From an optimization exercise on the open Yosys and OpenROAD flow, aimed at small area, a short achievable clock period and few clock cycles per item; shortcuts taken in it are not production practice. Only simulation tests tie the RTL to the original design; equivalence was not proved. Power figures rest on the tool's default switching activity, not on a simulated workload.

== build 66 ==
Design iir_cascade_sched, start of the top module:
module iir_cascade_sched
#(
    parameter int Nsec   = 4,
    parameter int Ndint  = 3,
    parameter int Ndfrac = 22,
    parameter int Ncint  = 4,
    parameter int Ncfrac = 14
) (
    input  logic                       clk,
    input  logic                       reset,
    input  logic                       dv_in,
    input  logic [Ndint+Ndfrac-1:0]    d_in,
    output logic                       dv_out,
    output logic [Ndint+Ndfrac-1:0]    d_out,
    output logic                       busy,
    input  logic                       flush,
    input  logic                       coef_we,
    input  logic [$clog2(Nsec)+2:0]    coef_addr,
    input  logic [Ncint+Ncfrac-1:0]    coef_data,
    output logic                       ovr,
    output logic                       coef_err,
    input  logic                       err_clr
);
clock: 12.5 ns
lec_check: 0
cap_margin: 20
core_margin: 2
core_utilization: 40
cts_buf_list: sky130_fd_sc_hd__clkbuf_16
cts_cluster_diameter: 120
cts_cluster_size: 24
slew_margin: 20
synth_hierarchical: 1
standard.sh (not shown) runs the stock make flow with config.mk's settings and CLKGATE_MAP_FILE= SYNTH_SCRIPT=/design/flow/synth_recipe.tcl, a recipe that flattens the netlist after the stock synthesis.
==> flow/flow/run.sh <==
#!/bin/bash
set -euo pipefail
cd "$(dirname "${BASH_SOURCE[0]}")/.."
bash standard.sh SETUP_SLACK_MARGIN=6.5 finish > standard_flow.log 2>&1
Every stage of the flow completed for build 66, and the final layout passed the timing, design-rule and antenna checks.
Testbench counts of build 66, summed over its fixed seeds: cycles 12,048, items 2,400.
Here is what was changed in the inputs of build 18 compared with build 66.
--- a/flow/config.mk
+++ b/flow/config.mk
@@ -11,5 +11,5 @@
 export CTS_BUF_LIST = sky130_fd_sc_hd__clkbuf_16
 export CTS_CLUSTER_DIAMETER = 120
-export CTS_CLUSTER_SIZE = 24
+export CTS_CLUSTER_SIZE = 20
 export SLEW_MARGIN = 20
 export SYNTH_HIERARCHICAL = 1
==> results.txt <==
- Build 18 completed end to end with timing, DRC and antenna clean.
- Worst hold slack in build 18 is 0.021 ns below build 66.
- Diff build 66 -> build 18: fraction of power consumed by the clock network now sits higher, routability-driven placement congestion ratio has remained practically unchanged, H-tree depth reported by CTS went up 1, first-pass GRT wire length stayed essentially flat, wire length essentially unchanged.
- As far as hold-critical path depth goes, build 66 and build 18 are indistinguishable; the numbers are identical.
- Re final worst clock skew: build 18 is 0.0034 ns down on build 66.
For build 32, these inputs were changed with respect to build 18:
==> flow/flow/run.sh <==
#!/bin/bash
set -euo pipefail
cd "$(dirname "${BASH_SOURCE[0]}")/.."
bash standard.sh SETUP_SLACK_MARGIN=7 finish > standard_flow.log 2>&1
--- a/flow/config.mk
+++ b/flow/config.mk
@@ -14,2 +14,3 @@
 export SLEW_MARGIN = 20
 export SYNTH_HIERARCHICAL = 1
+export TNS_END_PERCENT = 30.0
Results
Logic depth of the worst path, buffers included, build 32 vs build 18: down by a little under 10%
Build 18 → build 32: pin count of the biggest net entering global routing rose 20, first-pass GRT wire length fell by 3500 microns, clock-buffer cell count decreased 3, total routed wirelength down about 2%, maximum clock frequency climbed 5.5 MHz.
Input changes introduced in build 85 (baseline for comparison: build 32):
==> flow/flow/run.sh <==
#!/bin/bash
set -euo pipefail
cd "$(dirname "${BASH_SOURCE[0]}")/.."
bash standard.sh SETUP_SLACK_MARGIN=6.75 finish > standard_flow.log 2>&1
--- a/flow/config.mk
+++ b/flow/config.mk
@@ -14,3 +14,2 @@
 export SLEW_MARGIN = 20
 export SYNTH_HIERARCHICAL = 1
-export TNS_END_PERCENT = 30.0
Between build 32 and build 85, the cell count after synthesis does not differ in any meaningful way.
The total power in build 85 sits about 1.3% above the value recorded for build 32.
Area growth from synthesis to final layout on build 85 is down relative to build 32.
Per the comparison of build 85 with build 32, post-CTS setup buffer count decreased by 32% relative to the old numbers; cell count dropped 76.

========
build 63:
iir_cascade_sched again, from the RTL that the note above started with.
export LEC_CHECK = 0
export CAP_MARGIN = 20
export CORE_MARGIN = 2
export CORE_UTILIZATION = 40
export CTS_BUF_LIST = sky130_fd_sc_hd__clkbuf_16
export CTS_CLUSTER_DIAMETER = 120
export CTS_CLUSTER_SIZE = 20
export SLEW_MARGIN = 20
export SYNTH_HIERARCHICAL = 1
create_clock -name core_clock -period 12.5 [get_ports {clk}]
==> flow/flow/run.sh <==
#!/bin/bash
set -euo pipefail
cd "$(dirname "${BASH_SOURCE[0]}")/.."
bash standard.sh SETUP_SLACK_MARGIN=7 finish > standard_flow.log 2>&1
Build 63 | stages: all done | timing, DRC, antenna: all pass
Testbench counts of build 63, summed over its fixed seeds: cycles 12,048, items 2,400.
Modified inputs, build 13 compared to build 63
- changing CTS_BUF_LIST from sky130_fd_sc_hd__clkbuf_16 to sky130_fd_sc_hd__clkbuf_4 sky130_fd_sc_hd__clkbuf_8
- removing CTS_CLUSTER_DIAMETER (formerly 120)
- removing CTS_CLUSTER_SIZE (formerly 20)
==> flow/flow/run.sh <==
#!/bin/bash
set -euo pipefail
cd "$(dirname "${BASH_SOURCE[0]}")/.."
bash standard.sh SETUP_SLACK_MARGIN=6 finish > standard_flow.log 2>&1
### Flow results
- Build 13 was carried through to the last stage, and its layout satisfied the timing, design-rule and antenna checks.
- Build 13 ended up with a higher met3 wire length than build 63 did.
- On final worst hold slack: between build 13 and build 63, it ends up higher for build 63.
- Summary of the comparison: via count is lower in build 13, relative to build 63.
- Compared build 13 vs build 63, and final setup slack of the worst path is down in build 13.
- The run showing the greater measured slew at the worst slew-check pin is build 13.
- Comparing build 13 and build 63, the higher post-route met1 wirelength was measured on build 63.
- Taking build 63 as the reference, in build 13 wire length of the first global-routing pass went down, relative slew slack went down.
Modified inputs, build 54 compared to build 13
- CTS_BUF_LIST now sky130_fd_sc_hd__clkbuf_16, was sky130_fd_sc_hd__clkbuf_4 sky130_fd_sc_hd__clkbuf_8
- CORE_UTILIZATION now 33, was 40
- CTS_CLUSTER_SIZE now 20, previously not set
- CTS_CLUSTER_DIAMETER now 120, previously not set
==> flow/flow/run.sh <==
#!/bin/bash
set -euo pipefail
cd "$(dirname "${BASH_SOURCE[0]}")/.."
bash standard.sh SETUP_SLACK_MARGIN=6.5 finish > standard_flow.log 2>&1
Findings:
- Per the comparison of build 54 with build 13, vertical die dimension climbed about 10%, hold slack now larger, number of standard-cell rows in the floorplan higher.
[inputs] build 64 vs build 54
- CORE_UTILIZATION: 33 -> 46
--- outcome ---
- Build 64 vs build 54, instance count: build 64 lower
- Peak supply drop: build 64 vs build 54 up 0.10 mV
- Across build 64 and build 54, none had a timing, DRC or antenna violation.
- The sequential share of layout area was comparable across build 64 and build 54.
- There was hardly any difference in cell area between build 64 and build 54.
- The lower core area of build 64 and build 54 is in build 64.

========
the reference run:
iir_cascade_sched again, from the RTL that the note above started with.
export LEC_CHECK = 0
export CAP_MARGIN = 20
export CORE_MARGIN = 2
export CORE_UTILIZATION = 40
export CTS_BUF_LIST = sky130_fd_sc_hd__clkbuf_16
export CTS_CLUSTER_DIAMETER = 120
export CTS_CLUSTER_SIZE = 20
export SLEW_MARGIN = 20
export SYNTH_HIERARCHICAL = 1
create_clock -name core_clock -period 12.5 [get_ports {clk}]
==> flow/flow/run.sh <==
#!/bin/bash
set -euo pipefail
cd "$(dirname "${BASH_SOURCE[0]}")/.."
bash standard.sh SETUP_SLACK_MARGIN=6.25 finish > standard_flow.log 2>&1
Testbench counts of the reference run, summed over its fixed seeds: cycles 12,048, items 2,400.
Edits applied to the flow inputs when going from the reference run to the trial run:
==> flow/flow/run.sh <==
#!/bin/bash
set -euo pipefail
cd "$(dirname "${BASH_SOURCE[0]}")/.."
bash standard.sh SETUP_SLACK_MARGIN=6 finish > standard_flow.log 2>&1
--- a/flow/config.mk
+++ b/flow/config.mk
@@ -13 +13 @@
-export CTS_CLUSTER_SIZE = 20
+export CTS_CLUSTER_SIZE = 24
### Flow results
Taking the reference run as the reference, in the trial run post-CTS resize count shows a reduction of 42; power of the combinational group shows a reduction of about 5%; ratio of final minimum period to clock period now sits higher; maximum single-stage delay on the critical path fell by 0.08 ns. Post-detailed-routing wire length: the trial run vs the reference run down 1.9%. Taking the reference run as the reference, in the trial run number of multi-input combinational cells in the layout essentially unchanged, minimum clock period increased 0.078 ns, global-route usage decreased 0.38 points. Compared with the reference run, in the trial run post-layout worst setup margin saw a decrease, area of all placed cells without fillers saw a decrease, ratio of cells with drive above 1 in the final layout saw a decrease.

re-timing with driven ports:
No port has a modelled driver above. Below, the same layouts with a new extraction and two added sets of constraints. Step 1 (the two cells are an assumption about what drives the block):
set clk [get_ports {clk}]
set_driving_cell -lib_cell sky130_fd_sc_hd__clkbuf_16 $clk
set_driving_cell -lib_cell sky130_fd_sc_hd__buf_2 [delete_from_list [all_inputs] $clk]
Step 2 times the ports against the registers' clock, not the clock port: input delays grow and output delays shrink by t, the midpoint of the rising clock arrivals with the driver on. Three values: ideal ports, drivers, drivers and shift; two values: the first two.
run	t, ns	slack for setup (ns)	worst setup path at the end	worst data-port slew with drivers (ns)
build 66	0.814	6.483 / 6.483 / 6.483	register to register	0.09
build 18	0.787	6.448 / 6.448 / 6.448	register to register	0.08
build 32	0.814	6.643 / 6.643 / 6.643	register to register	0.13
build 85	0.799	6.496 / 6.496 / 6.496	register to register	0.11
build 63	0.819	6.561 / 6.561 / 6.561	register to register	0.08
build 13	1.032	6.196 / 6.196 / 6.196	register to register	0.09
build 54	0.835	6.358 / 6.358 / 6.358	register to register	0.16
build 64	0.782	6.337 / 6.337 / 6.337	register to register	0.14
the reference run	0.800	6.280 / 6.280 / 6.280	register to register	0.09
the trial run	0.809	6.202 / 6.202 / 6.202	register to register	0.10
After both steps every run listed still meets setup and hold.
